Background: an optimization exercise with open tools, aiming at small area, a short achievable clock period and few clock cycles per item. Do not read the settings as production practice. RTL that was checked went through simulation tests only; none was proved equivalent to the original. The flow treats the clock pin as an ideal source. Dropping or thinning the clock tree relies on that and would not hold on a real chip. Power and IR drop assume default switching activity.

## job 1561
Design at_response_line_parser_unit, start of the top module:
module at_response_line_parser_unit (
	input  logic         clk,
	input  logic         arst_n,
	input  logic         in_valid,
	input  logic [7:0]   in_data,
	output logic         in_ready,
	output logic         out_valid,
	input  logic         out_ready,
	output logic [1:0]   out_kind,
	output logic [7:0]   out_byte,
	output logic         out_line_ok,
	output logic [15:0]  out_bad_line_count,
	output logic         out_last
);
Size: roughly 60 flip-flops, roughly 42 I/O pins, about 4100 sq um of cells after synthesis.
make LEC_CHECK=0 CAP_MARGIN=20 CORE_MARGIN=2 CORE_UTILIZATION=40 GPL_ROUTABILITY_DRIVEN=1 PLACE_DENSITY=0.6 SLEW_MARGIN=20 finish   # period 14.0 ns
run.sh (not shown) runs the stock make flow with config.mk's settings and CLKGATE_MAP_FILE= SYNTH_SCRIPT=/design/flow/synth_recipe.tcl, a recipe that flattens the netlist after the stock synthesis.
Having completed the whole flow, job 1561 delivered a layout that passed the timing, design-rule and antenna checks.
[inputs] job 2026 vs job 1561
- SYNTH_MINIMUM_KEEP_SIZE newly set to 0
- SYNTH_HIERARCHICAL newly set to 1
Results
Compared with job 1561, in job 2026 total power saw a decrease; number of gates on the worst path with buffers counted dropped 6. Comparing job 1561 against job 2026, there is no change at all in overflow left after global routing. Delta (job 2026 minus job 1561): die span in x now sits higher; sum of met2 wire segment lengths after detailed routing now sits higher. Row routed wire length: job 2026 higher / job 1561 lower. Compared with job 1561, job 2026 degrades final non-filler cell area. Of job 2026 and job 1561, job 1561 shows the lower detailed-routing iteration count for the pre-antenna-repair pass, with job 2026 above it. Changes observed in job 2026 relative to job 1561: setup slack up 710 ps; number of instances in the placed design up 32.
Here is what was changed in the inputs of job 2906 compared with job 2026.
==> flow/flow/run.sh (new file) <==
#!/bin/bash
# The standard layout, with plain buffers on the ports instead of the resizer's pick.
set -euo pipefail
export BUFFER_PORTS_ARGS="-buffer_cell sky130_fd_sc_hd__buf_1"
bash standard.sh finish > standard_finish.log 2>&1
==> flow/standard.sh (new file) <==
#!/bin/bash
# synth_recipe.tcl (not shown) runs the flow's synth.tcl, then flattens the netlist and writes it again
# the make line also repeats each setting of config.mk as NAME=value (left out here)
make -C /OpenROAD-flow-scripts/flow DESIGN_CONFIG=/design/flow/config.mk WORK_HOME=/design/flow/orfs CLKGATE_MAP_FILE= SYNTH_SCRIPT=/design/flow/synth_recipe.tcl "${@:-finish}"
removed: flow/run.sh
### Flow results
Delta(power share of the sequential group, job 2906 - job 2026) > 0. Utilization after layout for job 2906: 2.9 points down relative to job 2026. Job 2906 vs. job 2026: count of cells along the worst register-to-register path moved up, clock period minus worst slack moved down. In job 2906 the clock network fraction of total power turned out 1.8 points lower than in job 2026.
Relative to job 2906, the following input files were edited for job 3817:
- setting CTS_BUF_LIST to sky130_fd_sc_hd__clkbuf_8 for the first time
- setting CTS_CLUSTER_SIZE to 64 for the first time
- setting CTS_CLUSTER_DIAMETER to 200 for the first time
diff --git a/flow/flow/run.sh b/flow/flow/run.sh
--- a/flow/flow/run.sh
+++ b/flow/flow/run.sh
@@ -4 +4 @@
-export BUFFER_PORTS_ARGS="-buffer_cell sky130_fd_sc_hd__buf_1"
+export BUFFER_PORTS_ARGS="-buffer_cell sky130_fd_sc_hd__buf_2"
==> results.txt <==
- Looking at final area, job 3817 sits 0.62% above job 2906.
- Sort job 3817 and job 2906 by power consumption, ascending, and job 3817 comes first.
- Global-route met1 utilization, job 3817 and job 2906: larger value in job 3817
- Against job 2906, job 3817 comes in 25 ps lower on setup slack after layout.
- The final reports for job 3817 and job 2906 show wire length of the first global-routing pass higher in the former.
- [compare] base=job 2906 new=job 3817: via-per-instance ratio went up by 0.84%, clock period minus final worst setup slack went up by 25 ps.
Function was not checked in any run of this note: the RTL went through the layout flow alone.

at_response_line_parser_unit, a different RTL version from the one above (not shown whole).
For scale: roughly 42 I/O pins.
Settings: LEC_CHECK=0, CAP_MARGIN=20, CORE_MARGIN=2, CORE_UTILIZATION=65, GPL_ROUTABILITY_DRIVEN=1, PLACE_DENSITY=0.8, SLEW_MARGIN=20, SYNTH_HIERARCHICAL=1, SYNTH_MINIMUM_KEEP_SIZE=0; clock period 14.0 ns.
standard.sh (not shown) runs the stock make flow with config.mk's settings and CLKGATE_MAP_FILE= SYNTH_SCRIPT=/design/flow/synth_recipe.tcl, a recipe that flattens the netlist after the stock synthesis.
==> flow/flow/run.sh <==
#!/bin/bash
# The standard layout with these changes:
#  - synthesis maps logic with ABC's delay-targeted 'map' (flow/map.abc);
#  - the ports get plain sky130_fd_sc_hd__buf_1 buffers;
#  - the clock tree is one level: the flip-flops are split into 4 groups by position and
#    each group gets a clkbuf_16 driven from the clock port (flow/clock_tree.tcl), in
#    place of ORFS's CTS step;
#  - timing repair after placement and after global routing only resizes gates, and aims
#    at 10.5 ns of setup slack at the design's 14 ns clock (ORFS's own repair aims at
#    0 ns, which every path meets with room to spare).
set -euo pipefail
work=$PWD
# Synthesis: the standard flow's script, with the logic mapped by flow/map.abc (delay-targeted 'map')
# instead of ORFS's abc_speed script.
cat > "$work/my_synth.tcl" <<EOT
proc abc {args} {
  set i [lsearch \$args -script]
  if {\$i >= 0} { lset args [expr {\$i + 1}] $work/flow/map.abc }
  yosys abc {*}\$args
}
source $work/synth_recipe.tcl
EOT
sed "s#SYNTH_SCRIPT=[^ ]*#SYNTH_SCRIPT=$work/my_synth.tcl#" standard.sh > my_standard.sh
export BUFFER_PORTS_ARGS="-buffer_cell sky130_fd_sc_hd__buf_1"
bash my_standard.sh place > flow_place.log 2>&1
export SETUP_SLACK_MARGIN=10.5
export SETUP_MOVE_SEQUENCE=sizeup,swap
RESULTS_DIR=$work/orfs/results/sky130hd/at_response_line_parser_unit/base \
LIB_FILE=$FLOW_HOME/platforms/sky130hd/lib/sky130_fd_sc_hd__tt_025C_1v80.lib \
PLATFORM_DIR=$FLOW_HOME/platforms/sky130hd \
DONT_USE_CELLS="$(make -s -C $FLOW_HOME DESIGN_CONFIG=$work/config.mk WORK_HOME=$work/orfs print-DONT_USE_CELLS | sed 's/^DONT_USE_CELLS: //')" \
CLK_GROUPS=4 CLK_CELL=sky130_fd_sc_hd__clkbuf_16 \
  openroad -no_init -exit flow/clock_tree.tcl > flow_clock_tree.log 2>&1
bash my_standard.sh finish > flow_finish.log 2>&1
Other scripts of this flow, unchanged in this note and not shown: flow/flow/clock_tree.tcl, flow/flow/map.abc
The starting point passed the timing, design-rule and antenna checks.
Testbench counts at the start, summed over its fixed seeds: cycles 71,637, bytes 57,729.
Change:
Settings changed: CORE_UTILIZATION 65 to 40, PLACE_DENSITY 0.8 to 0.6.
Effect: Sequential power is about the same; design area came out higher by about 0.55%; die area came out higher by 59%; routed wire length came out higher by about 1.7%; core utilization came out lower by 30 points; power hardly moves; sequential cell count is unchanged; setup slack improved by 11 ps; register-to-register slack improved by 230 ps; cell count came out higher by about 9%.
In every run of this note, the design's own scripts or RTL, not TritonCTS, make the clock network.

Another version of the RTL of at_response_line_parser_unit (not shown whole).
For scale: about 370 cells after synthesis, ~42 I/O pins.
==> flow/design.v (excerpt) <==
module at_response_line_parser_unit (
	input  logic         clk,
	input  logic         arst_n,
	input  logic         in_valid,
	input  logic [7:0]   in_data,
	output logic         in_ready,
	output logic         out_valid,
	input  logic         out_ready,
	output logic [1:0]   out_kind,
	output logic [7:0]   out_byte,
	output logic         out_line_ok,
	output logic [15:0]  out_bad_line_count,
	output logic         out_last
);
clock: 14.0 ns
lec_check: 0
cap_margin: 20
core_margin: 2
core_utilization: 40
gpl_routability_driven: 1
place_density: 0.6
slew_margin: 20
synth_hierarchical: 1
synth_minimum_keep_size: 0
==> flow/flow/run.sh <==
#!/bin/bash
# The standard layout with these changes:
#  - synthesis restructures the logic with ABC's &deepsyn and maps it with ABC's
#    delay-targeted 'map' (flow/map.abc);
#  - the ports get plain sky130_fd_sc_hd__buf_1 buffers;
#  - the clock tree is one level: the flip-flops are split into 4 groups by position and
#    each group gets a clkbuf_16 driven from the clock port (flow/clock_tree.tcl), in
#    place of ORFS's CTS step;
#  - timing repair after placement and after global routing only resizes gates, and aims
#    at 10.5 ns of setup slack at the design's 14 ns clock (ORFS's own repair aims at
#    0 ns, which every path meets with room to spare).
set -euo pipefail
work=$PWD
# Synthesis: the standard flow's script, with the logic mapped by flow/map.abc (delay-targeted 'map')
# instead of ORFS's abc_speed script.
cat > "$work/my_synth.tcl" <<EOT
proc abc {args} {
  set i [lsearch \$args -script]
  if {\$i >= 0} { lset args [expr {\$i + 1}] $work/flow/map.abc }
  yosys abc {*}\$args
}
source $work/synth_recipe.tcl
EOT
sed "s#SYNTH_SCRIPT=[^ ]*#SYNTH_SCRIPT=$work/my_synth.tcl#" standard.sh > my_standard.sh
export BUFFER_PORTS_ARGS="-buffer_cell sky130_fd_sc_hd__buf_1"
bash my_standard.sh place > flow_place.log 2>&1
export SETUP_SLACK_MARGIN=10.5
export SETUP_MOVE_SEQUENCE=sizeup,swap
RESULTS_DIR=$work/orfs/results/sky130hd/at_response_line_parser_unit/base \
LIB_FILE=$FLOW_HOME/platforms/sky130hd/lib/sky130_fd_sc_hd__tt_025C_1v80.lib \
PLATFORM_DIR=$FLOW_HOME/platforms/sky130hd \
DONT_USE_CELLS="$(make -s -C $FLOW_HOME DESIGN_CONFIG=$work/config.mk WORK_HOME=$work/orfs print-DONT_USE_CELLS | sed 's/^DONT_USE_CELLS: //')" \
CLK_GROUPS=4 CLK_CELL=sky130_fd_sc_hd__clkbuf_16 \
  openroad -no_init -exit flow/clock_tree.tcl > flow_clock_tree.log 2>&1
bash my_standard.sh finish > flow_finish.log 2>&1
==> flow/flow/map.abc <==
strash
&get -n
&deepsyn -I 2 -J 50
&put
dch
map -D 1200
topo
stime -c
buffer -c
upsize -c
dnsize -c
Other scripts of this flow, unchanged in this note and not shown: flow/flow/clock_tree.tcl
The first run went through all stages and came out clean.
Testbench counts at the start, summed over its fixed seeds: cycles 71,637, bytes 57,729.
Rerun with:
==> flow/flow/map.abc (replaced) <==
strash
&get -n
&deepsyn -I 2 -J 50
&put
dch
map -D 1600
topo
stime -c
buffer -c
upsize -c
dnsize -c
--- a/flow/config.mk
+++ b/flow/config.mk
@@ -8,5 +8,5 @@
 export CAP_MARGIN = 20
 export CORE_MARGIN = 2
-export CORE_UTILIZATION = 40
+export CORE_UTILIZATION = 50
 export GPL_ROUTABILITY_DRIVEN = 1
 export PLACE_DENSITY = 0.6
=> Worst setup slack degrades by 0.013 ns. Clock skew is about the same. Cell count goes down by 6.4%. First-iteration DRC count climbs by 9.8%. Design area drops by 3.8%. Critical path depth stays the same. Flip-flop and latch count stays the same. Global-route usage grows by 3.2 points. Combinational power fell by 7.4%.
Rerun with:
--- a/flow/flow/run.sh
+++ b/flow/flow/run.sh
@@ -2,5 +2,5 @@
 # The standard layout with these changes:
 #  - synthesis restructures the logic with ABC's &deepsyn and maps it with ABC's
-#    delay-targeted 'map' (flow/map.abc);
+#    area-oriented 'map -a' (flow/map.abc);
 #  - the ports get plain sky130_fd_sc_hd__buf_1 buffers;
 #  - the clock tree is one level: the flip-flops are split into 4 groups by position and
==> flow/flow/map.abc (replaced) <==
strash
&get -n
&deepsyn -I 2 -J 50
&put
dch
map -a
topo
stime -c
buffer -c
upsize -c
dnsize -c
--- a/flow/config.mk
+++ b/flow/config.mk
@@ -8,5 +8,5 @@
 export CAP_MARGIN = 20
 export CORE_MARGIN = 2
-export CORE_UTILIZATION = 50
+export CORE_UTILIZATION = 40
 export GPL_ROUTABILITY_DRIVEN = 1
 export PLACE_DENSITY = 0.6
After rerunning: The changed run went through all stages and came out clean. Cell count went up by about 8%. Global-route usage went down by 4.7 points. Sequential cell count does not change.
Rerun with:
--- a/flow/flow/run.sh
+++ b/flow/flow/run.sh
@@ -2,5 +2,5 @@
 # The standard layout with these changes:
 #  - synthesis restructures the logic with ABC's &deepsyn and maps it with ABC's
-#    area-oriented 'map -a' (flow/map.abc);
+#    delay-targeted 'map' (flow/map.abc);
 #  - the ports get plain sky130_fd_sc_hd__buf_1 buffers;
 #  - the clock tree is one level: the flip-flops are split into 4 groups by position and
==> flow/flow/map.abc (replaced) <==
strash
&get -n
&deepsyn -I 2 -J 50
&put
dch
map -D 1200
topo
stime -c
buffer -c
upsize -c
dnsize -c
--- a/flow/config.mk
+++ b/flow/config.mk
@@ -12,4 +12,2 @@
 export PLACE_DENSITY = 0.6
 export SLEW_MARGIN = 20
-export SYNTH_HIERARCHICAL = 1
-export SYNTH_MINIMUM_KEEP_SIZE = 0
What happened: Combinational power falls by 43%. Area after synthesis rises by 0.37%. Setup slack loses 0.81 ns. Sequential cell count is unchanged. Register-to-register slack gains 0.25 ns. Die area rises by 0.36%. Clock skew rises by 0.022 ns.
No run of this note takes its clock network from TritonCTS; it comes from the design's own scripts or RTL.

at_response_line_parser_unit, a different RTL version from the one above (not shown whole).
Size: roughly 670 cells after synthesis, roughly 42 I/O pins, about 4500 µm² of cells after synthesis.
==> flow/config.mk <==
export PLATFORM = sky130hd
export DESIGN_NAME = at_response_line_parser_unit
export DESIGN_NICKNAME = at_response_line_parser_unit
export VERILOG_FILES = /design/flow/design.v
export SDC_FILE = /design/flow/constraint.sdc
export NUM_CORES = 4
export LEC_CHECK = 0
export ABC_AREA = 1
export CAP_MARGIN = 20
export CORE_MARGIN = 2
export CORE_UTILIZATION = 40
export CTS_BUF_LIST = sky130_fd_sc_hd__clkbuf_2 sky130_fd_sc_hd__clkbuf_4
export GPL_ROUTABILITY_DRIVEN = 1
export PLACE_DENSITY = 0.6
export SLEW_MARGIN = 20
==> flow/constraint.sdc <==
create_clock -name core_clock -period 14.0 [get_ports {clk}]
set_input_delay 2.8000 -clock core_clock [delete_from_list [all_inputs] [get_ports {clk}]]
set_output_delay 2.8000 -clock core_clock [all_outputs]
set_load 0.01 [all_outputs]
run.sh (not shown) runs the stock make flow with config.mk's settings and CLKGATE_MAP_FILE= SYNTH_SCRIPT=/design/flow/synth_recipe.tcl, a recipe that flattens the netlist after the stock synthesis.
Stock flow here: none of the scripts above is used.
Edit:
- ABC_AREA: 1 -> default
- CTS_BUF_LIST: sky130_fd_sc_hd__clkbuf_2 sky130_fd_sc_hd__clkbuf_4 -> default
Count of clock-buffer cells in the layout is unchanged.
Core utilization goes up by 0.34 points.
Power goes down by a quarter to a third.
Clock skew goes down by 0.0064 ns.
Setup slack got worse by 0.44 ns.
Routed wire length goes up by a few percent.
Cell count goes down by about a fifth.
No run of this note included a check of the RTL's function; only the layout flow was run.

Another version of the RTL of at_response_line_parser_unit (not shown whole).
Size: about 550 cells after synthesis, roughly 61 flip-flops, ~42 I/O pins, roughly 0.0043 mm² of cells after synthesis.
clock: 14.0 ns
lec_check: 0
cap_margin: 20
core_margin: 2
core_utilization: 40
gpl_routability_driven: 1
place_density: 0.6
slew_margin: 20
synth_hierarchical: 1
synth_minimum_keep_size: 0
standard.sh (not shown) runs the stock make flow with config.mk's settings and CLKGATE_MAP_FILE= SYNTH_SCRIPT=/design/flow/synth_recipe.tcl, a recipe that flattens the netlist after the stock synthesis.
==> flow/flow/run.sh <==
#!/bin/bash
# The standard layout with two changes:
#  - synthesis maps logic with an area-oriented ABC script (flow/area.abc) instead of
#    ORFS's speed script; everything else in the synthesis (synth_recipe.tcl) is unchanged;
#  - the ports get plain sky130_fd_sc_hd__buf_1 buffers.
set -euo pipefail
work=$PWD
cat > "$work/my_synth.tcl" <<EOT
proc abc {args} {
  set i [lsearch \$args -script]
  if {\$i >= 0} { lset args [expr {\$i + 1}] $work/flow/area.abc }
  yosys abc {*}\$args
}
source $work/synth_recipe.tcl
EOT
sed "s#SYNTH_SCRIPT=[^ ]*#SYNTH_SCRIPT=$work/my_synth.tcl#" standard.sh > my_standard.sh
export BUFFER_PORTS_ARGS="-buffer_cell sky130_fd_sc_hd__buf_1"
bash my_standard.sh finish > flow_finish.log 2>&1
==> flow/flow/area.abc <==
strash
dch
map -a
topo
stime -c
buffer -c
upsize -c
dnsize -c
The starting point completed with no timing, DRC or antenna violations.
Testbench counts at the start, summed over its fixed seeds: cycles 71,637, bytes 57,729.
Next try:
==> flow/flow/run.sh (replaced) <==
#!/bin/bash
# The standard layout, with plain buffers on the ports instead of the resizer's pick.
set -euo pipefail
export BUFFER_PORTS_ARGS="-buffer_cell sky130_fd_sc_hd__buf_1"
bash standard.sh finish > standard_finish.log 2>&1
removed: flow/flow/area.abc
Outcome: The changed run completed with no timing, DRC or antenna violations; cell count went down by about 8%; die area went up by 8.0%; cell area went up by 7.6%; synthesized cell count went down by 6.2%.

[static timing again, ports no longer ideal]
The results above use ideal ports. As a check the final layouts listed here were re-extracted and re-timed, cells and wires unchanged.
Step 1 (the two cells are an assumption about what drives the block):
set clk [get_ports {clk}]
set_driving_cell -lib_cell sky130_fd_sc_hd__clkbuf_16 $clk
set_driving_cell -lib_cell sky130_fd_sc_hd__buf_2 [delete_from_list [all_inputs] $clk]
Step 2 also shifts input and output timing later by t, the mid clock arrival at the registers, as if the neighbouring blocks saw the same clock.
Slacks: no drivers / after step 1 / after step 2; pairs: no drivers / after step 1.
| run | t, ns | setup slack, ns | worst setup path after step 2 | latest minus earliest clock arrival (ns) |
|---|---|---|---|---|
| job 1561 | 0.385 | 8.944 / 8.955 / 8.570 | input to register | 0.012 / 0.013 |
| job 2026 | 0.358 | 9.651 / 9.612 / 9.698 | input to register | 0.004 / 0.004 |
| job 2906 | 0.372 | 9.986 / 9.949 / 10.045 | input to register | 0.007 / 0.008 |
| job 3817 | 0.378 | 9.961 / 9.928 / 10.040 | input to register | 0.015 / 0.014 |
| the first run of note 2 | 0.215 | 10.403 / 10.320 / 10.245 | input to register | 0.027 / 0.026 |
| the second run of note 2 | 0.219 | 10.414 / 10.326 / 10.292 | input to register | 0.030 / 0.030 |
| the first run of note 3 | 0.214 | 10.428 / 10.349 / 10.278 | input to register | 0.025 / 0.025 |
| the second run of note 3 | 0.210 | 10.415 / 10.336 / 10.334 | input to register | 0.023 / 0.023 |
| the third run of note 3 | 0.204 | 10.424 / 10.348 / 10.321 | input to register | 0.016 / 0.017 |
| the fourth run of note 3 | 0.206 | 9.615 / 9.659 / 9.453 | input to register | 0.038 / 0.038 |
| the first run of note 4 | 0.430 | 9.328 / 9.334 / 8.904 | input to register | 0.020 / 0.019 |
| the second run of note 4 | 0.377 | 8.892 / 8.902 / 8.525 | input to register | 0.013 / 0.013 |
| the first run of note 5 | 0.373 | 9.357 / 9.357 / 9.357 | register to register | 0.006 / 0.006 |
| the second run of note 5 | 0.377 | 10.156 / 10.118 / 10.050 | input to register | 0.010 / 0.010 |
After both steps setup and hold are still met in every run listed. For the first run of note 4, which loses most, drivers alone change the setup slack by +0.006 ns; drivers and shift together by -0.424 ns.
